Context: an optimization exercise on an open-source flow, tuned for small area. The choices shown serve that exercise and are no tape-out recipe. Where RTL was checked, it was by simulation tests only, not by an equivalence proof against the original. Power figures rest on the tool's default switching activity, not on a simulated workload. The flow treats the clock pin as an ideal source, which a real chip does not have.

// rvCoreTop
module rvCoreTop (
  input  wire         clk,
  input  wire         reset,
  output wire         wb_cyc,
  output wire         wb_stb,
  output wire         wb_we,
  output wire [31:0]  wb_adr,
  output wire [31:0]  wb_dat_w,
  output wire [3:0]   wb_sel,
  input  wire [31:0]  wb_dat_r,
  input  wire         wb_ack,
  output wire [63:0]  retired_count
);
==> flow/config.mk <==
export PLATFORM = sky130hd
export DESIGN_NAME = rvCoreTop
export DESIGN_NICKNAME = rvCoreTop
export VERILOG_FILES = /design/flow/design.v
export SDC_FILE = /design/flow/constraint.sdc
export NUM_CORES = 4
export LEC_CHECK = 0
export CAP_MARGIN = 20
export CORE_MARGIN = 2
export CORE_UTILIZATION = 40
export SLEW_MARGIN = 20
==> flow/constraint.sdc <==
create_clock -name core_clock -period 10.0 [get_ports {clk}]
set_input_delay 2.0000 -clock core_clock [delete_from_list [all_inputs] [get_ports {clk}]]
set_output_delay 2.0000 -clock core_clock [all_outputs]
set_load 0.01 [all_outputs]
standard.sh (not shown) runs the stock make flow with config.mk's settings and CLKGATE_MAP_FILE= SYNTH_SCRIPT=/design/flow/synth_recipe.tcl, a recipe that flattens the netlist after the stock synthesis.
==> flow/flow/run.sh <==
#!/bin/bash
# Layout flow: the standard ORFS flow (standard.sh) with three changes.
#  1. After the standard synthesis, the gates between the flip-flops are
#     re-mapped by ABC for area (flow/remap.tcl; four seeds, the smallest kept). Every flip-flop keeps its
#     instance name, cell type and output net. If anything about that step
#     fails or changes a flip-flop, the standard netlist is used unchanged.
#  2. Port buffers use the smallest buffer cell (every port still gets one).
#  3. The clock tree uses clkbuf_16 with larger sink clusters and no dummy loads.
# Logs: synth_make.log, remap_yosys.log, finish_make.log here; ORFS's own logs
# under orfs/logs.
set -uo pipefail
cd "$(dirname "$0")/.."
export BUFFER_PORTS_ARGS="-buffer_cell sky130_fd_sc_hd__buf_1"
export CTS_ARGS="-sink_clustering_enable -repair_clock_nets -dont_use_dummy_load -buf_list sky130_fd_sc_hd__clkbuf_16 -sink_clustering_size 30 -sink_clustering_max_diameter 100"

bash standard.sh synth > synth_make.log 2>&1 || exit 1

R=orfs/results/${FLOW_PLATFORM:-sky130hd}/rvCoreTop/base
NET=$R/1_2_yosys.v
YOSYS=${FLOW_HOME:-/OpenROAD-flow-scripts/flow}/../tools/install/yosys/bin/yosys
[[ -x $YOSYS ]] || YOSYS=yosys
LIB=${FLOW_HOME:-/OpenROAD-flow-scripts/flow}/platforms/sky130hd/lib/sky130_fd_sc_hd__tt_025C_1v80.lib
cp $NET remap_standard.v
flops() { grep -oE "^\s*(sky130_fd_sc_hd__|KEEP_)(dfxtp_1|edfxtp_1)\s+\S+" "$1" | sed -E 's/KEEP_/sky130_fd_sc_hd__/; s/^\s+//; s/\s+/ /g' | sort; }
ok=0
if ! grep -qE "^\s*sky130_fd_sc_hd__(df|edf|sdf|sedf|dl[xr]|dfb|dfr|dfs)\w*\s" <(sed -E 's/^(\s*)sky130_fd_sc_hd__(dfxtp_1|edfxtp_1)(\s)/\1KEEP/' $NET); then
  sed -E 's/^(\s*)sky130_fd_sc_hd__(dfxtp_1|edfxtp_1)(\s)/\1KEEP_\2\3/' remap_standard.v > remap_in.v
  DU=$(sed -n '/DONT_USE_CELLS/,/^#/p' ${FLOW_HOME:-/OpenROAD-flow-scripts/flow}/platforms/sky130hd/config.mk | grep -oE "sky130_fd_sc_hd__\w+" | tr '\n' ' ')
  # Four ABC runs with different random seeds, in parallel; keep the smallest.
  for seed in 0 1 2 3; do
    echo "strash; dc2; &get -n; &deepsyn -T 40 -S $seed; &put; dc2; &get -n; &deepsyn -T 40 -S $((seed + 4)); &put; dch -f; amap -F 20 -A 50" > remap_$seed.abc
    REMAP_LIB=$LIB REMAP_IN=remap_in.v REMAP_STUBS=flow/keep_stubs.v REMAP_OUT=remap_out_$seed.v \
      REMAP_ABC=remap_$seed.abc REMAP_TOP=${FLOW_TOP:-rvCoreTop} REMAP_DONT_USE="$DU" \
      timeout 900 $YOSYS -c flow/remap.tcl > remap_yosys_$seed.log 2>&1 &
  done
  wait
  best=""; best_area=""
  for seed in 0 1 2 3; do
    a=$(grep -E "Chip area for module" remap_yosys_$seed.log | tail -1 | awk '{print $NF}')
    if [[ -n "$a" && -s remap_out_$seed.v ]] && grep -q "^End of script" remap_yosys_$seed.log; then
      if [[ -z "$best" ]] || awk -v x="$a" -v y="$best_area" 'BEGIN{exit !(x < y)}'; then best=$seed; best_area=$a; fi
    fi
  done
  echo "remap: areas $(grep -hE "Chip area for module" remap_yosys_*.log | awk '{print $NF}' | tr '\n' ' '); best seed $best" > remap_yosys.log
  if [[ -n "$best" ]]; then
    sed -E 's/^(\s*)KEEP_(dfxtp_1|edfxtp_1)(\s)/\1sky130_fd_sc_hd__\2\3/' remap_out_$best.v > remap_final.v
    if cmp -s <(flops remap_standard.v) <(flops remap_final.v) && [[ $(flops remap_final.v | wc -l) -gt 0 ]] \
       && ! grep -q "KEEP_" remap_final.v; then
      ok=1
    fi
  fi
fi
if [[ $ok == 1 ]]; then
  echo "remap: using the re-mapped netlist" >> remap_yosys.log
  cp remap_final.v $NET
  touch $NET
else
  echo "remap: keeping the standard netlist" >> remap_yosys.log
fi

bash standard.sh finish > finish_make.log 2>&1
Other scripts of this flow, unchanged in this note and not shown: flow/flow/keep_stubs.v, flow/flow/remap.tcl
Next try:
--- a/flow/design.v
+++ b/flow/design.v
@@ -19,42 +19,42 @@
                          S_BR2   = 4'd3,    
                          S_STS   = 4'd4,    
                          S_MEMR  = 4'd5,    
                          S_MEMW  = 4'd6,    
                          S_GL    = 4'd7,    
                          S_GWL   = 4'd8,    
                          S_GS    = 4'd9,    
                          S_L     = 4'd10,   
                          S_XL    = 4'd11,   
                          S_XS    = 4'd12,   
-                         S_C     = 4'd13;   
+                         S_C     = 4'd13,   
+                         S_FSLT  = 4'd14;   
   logic [3:0]   st;
   logic [2:0]   ph;
   logic         req;
   logic [31:0]  D;
   logic [31:0]  A;
   logic [31:0]  P;
   logic [3:0]   idxc;     
   logic [2:0]   f3c;      
   logic [2:0]   cnt;
   logic [1:0]   sr;
   logic         c1;
   logic         c2;
-  logic         zf;
-  logic         flag;
-  logic         sgn;
-  logic         sltw;
+  logic         zf;       
   logic [63:0]  retired;
   wire ph0 = (ph == 3'd0);
   wire ph7 = (ph == 3'd7);
   wire ack = req & wb_ack;
   wire inExec = (st == S_EXEC);
+  wire flag   = zf;
+  wire sgn    = zf;
   wire       b6 = D[6];
   wire       b5 = D[5];
   wire       b4 = D[4];
   wire       b3 = D[3];
   wire       b2 = D[2];
   wire [2:0] f3 = D[14:12];
   wire isALU   = b4 & ~b2;
   wire isLUI   = b4 & b2 & b5;
   wire isAUIPC = b4 & b2 & ~b5;
   wire isJAL   = ~b4 & b6 & b3;
@@ -157,21 +157,21 @@
   wire [3:0] xout = win[rp +: 4];
   always_comb
   begin
     wen = 1'b0;
     wd  = xout;
     if (inExec)
     begin
       wen = b4 | (b6 & b2);
       wd  = res;
     end
-    else if (sltw)
+    else if (st == S_FSLT)
     begin
       wen = 1'b1;
       wd  = {3'b000, flag};
     end
     else if ((st == S_XL) | (st == S_XS))
       wen = 1'b1;
   end
   wire [3:0] stin = ((f3c[1:0] == 2'b00) & (ph[2] | ph[1])) ? D[27:24]
                   : (((f3c[1:0] == 2'b01) & ph[2]) ? D[19:16] : r2);
   wire       rfill = right & ((st == S_GS) | (st == S_XS));
@@ -197,41 +197,39 @@
       always_ff @(posedge clk)
         if (aw & (ph == j))
           A[4*j +: 4] <= ain;    
     end
   endgenerate
   wire isSTr = ~wb_dat_r[6] & wb_dat_r[5] & ~wb_dat_r[4];
   always_ff @(posedge clk)
   begin
     c1   <= s1[4];
     c2   <= s2[4];
-    zf   <= zacc;
-    sltw <= inExec & ph7 & isSLT;
-    if (inExec & ph7)
-      flag <= cond;
+    if (inExec)
+      zf <= ph7 ? cond : zacc;
+    else if ((st == S_L) & ph7)
+      zf <= f3c[1] & r2[3];
+    else if (isXL & (ph == {1'b0, f3c[0], 1'b1}))
+      zf <= D[3] & ~f3c[2];
     if (ack & ~wb_we & (st != S_MEMR))    
     begin
       idxc <= isSTr ? wb_dat_r[23:20] : wb_dat_r[10:7];
       f3c  <= {wb_dat_r[14], wb_dat_r[13] | (wb_dat_r[4] & wb_dat_r[30]), wb_dat_r[12]};
     end
     if (inExec & ph0 & (isLD | isST))
       cnt <= {s1[1:0], 1'b0};    
     if (inExec & ph0 & isSH)
       {cnt, sr} <= b5 ? {cnt[2], r2} : D[24:20];
     if (inExec & (ph == 3'd1) & isSH & b5)
       cnt[2] <= r2[0];
     if ((st == S_MEMW) & ack)
       cnt <= ph;
-    if ((st == S_L) & ph7)
-      sgn <= f3c[1] & r2[3];
-    if (isXL & (ph == {1'b0, f3c[0], 1'b1}))
-      sgn <= D[3] & ~f3c[2];
   end
   always_ff @(posedge clk)
   begin
     if (reset)
     begin
       st      <= S_INIT;
       ph      <= 3'd0;
       req     <= 1'b0;
     end
     else
@@ -265,24 +263,26 @@
             begin
               st  <= S_MEMR;
               req <= 1'b1;
             end
             else if (isST)
               st <= S_STS;
             else if (isSH)
               st <= S_L;
             else
             begin
-              st  <= S_FETCH;
+              st  <= isSLT ? S_FSLT : S_FETCH;
               req <= 1'b1;
             end
           end
+        S_FSLT:
+          st <= S_FETCH;
         S_STS:
           if (ph7)
           begin
             st  <= S_MEMW;
             req <= 1'b1;
           end
         S_MEMR:
           if (wb_ack)
           begin
             if ((~pt[3] & ~(ph[2] & ph[1])) | ph7)
The new run ran to the end with no violations.
Clock power barely changes.
Clock-buffer cell count is unchanged.
Synthesized area barely changes.
Register-to-register slack gets worse by 0.20 ns.
Worst hold slack gets worse by 0.014 ns.
Sequential cell count goes down by 3.
Sequential power stays flat.
Core utilization stays flat.
Cell count is about the same.
Design area is about the same.
Via count goes up by 1.5%.
Non-clock buffer count goes down by 4.
For the second run of this note, only the layout was checked, not whether the RTL still works.

==> what the ideal ports hide <==
No port has a modelled driver above. Below, the same layouts with a new extraction and two added sets of constraints. Step 1 assumes that a clkbuf_16 drives the clock port and a buf_2 every other input. Step 2 also shifts input and output timing later by t, the mid clock arrival at the registers, as if the neighbouring blocks saw the same clock. Three values: ideal, step 1, step 2; two values: the first two.
| run | t, ns | setup slack, ns | slew at the worst register clock pin (ns) | worst slew at a driven data input, ns |
|---|---|---|---|---|
| the first run | 0.633 | 1.082 / 1.082 / 1.082 | 0.12 / 0.12 | 0.08 |
| the second run | 0.627 | 0.887 / 0.887 / 0.887 | 0.12 / 0.12 | 0.08 |
After both steps setup and hold are still met in every run listed.
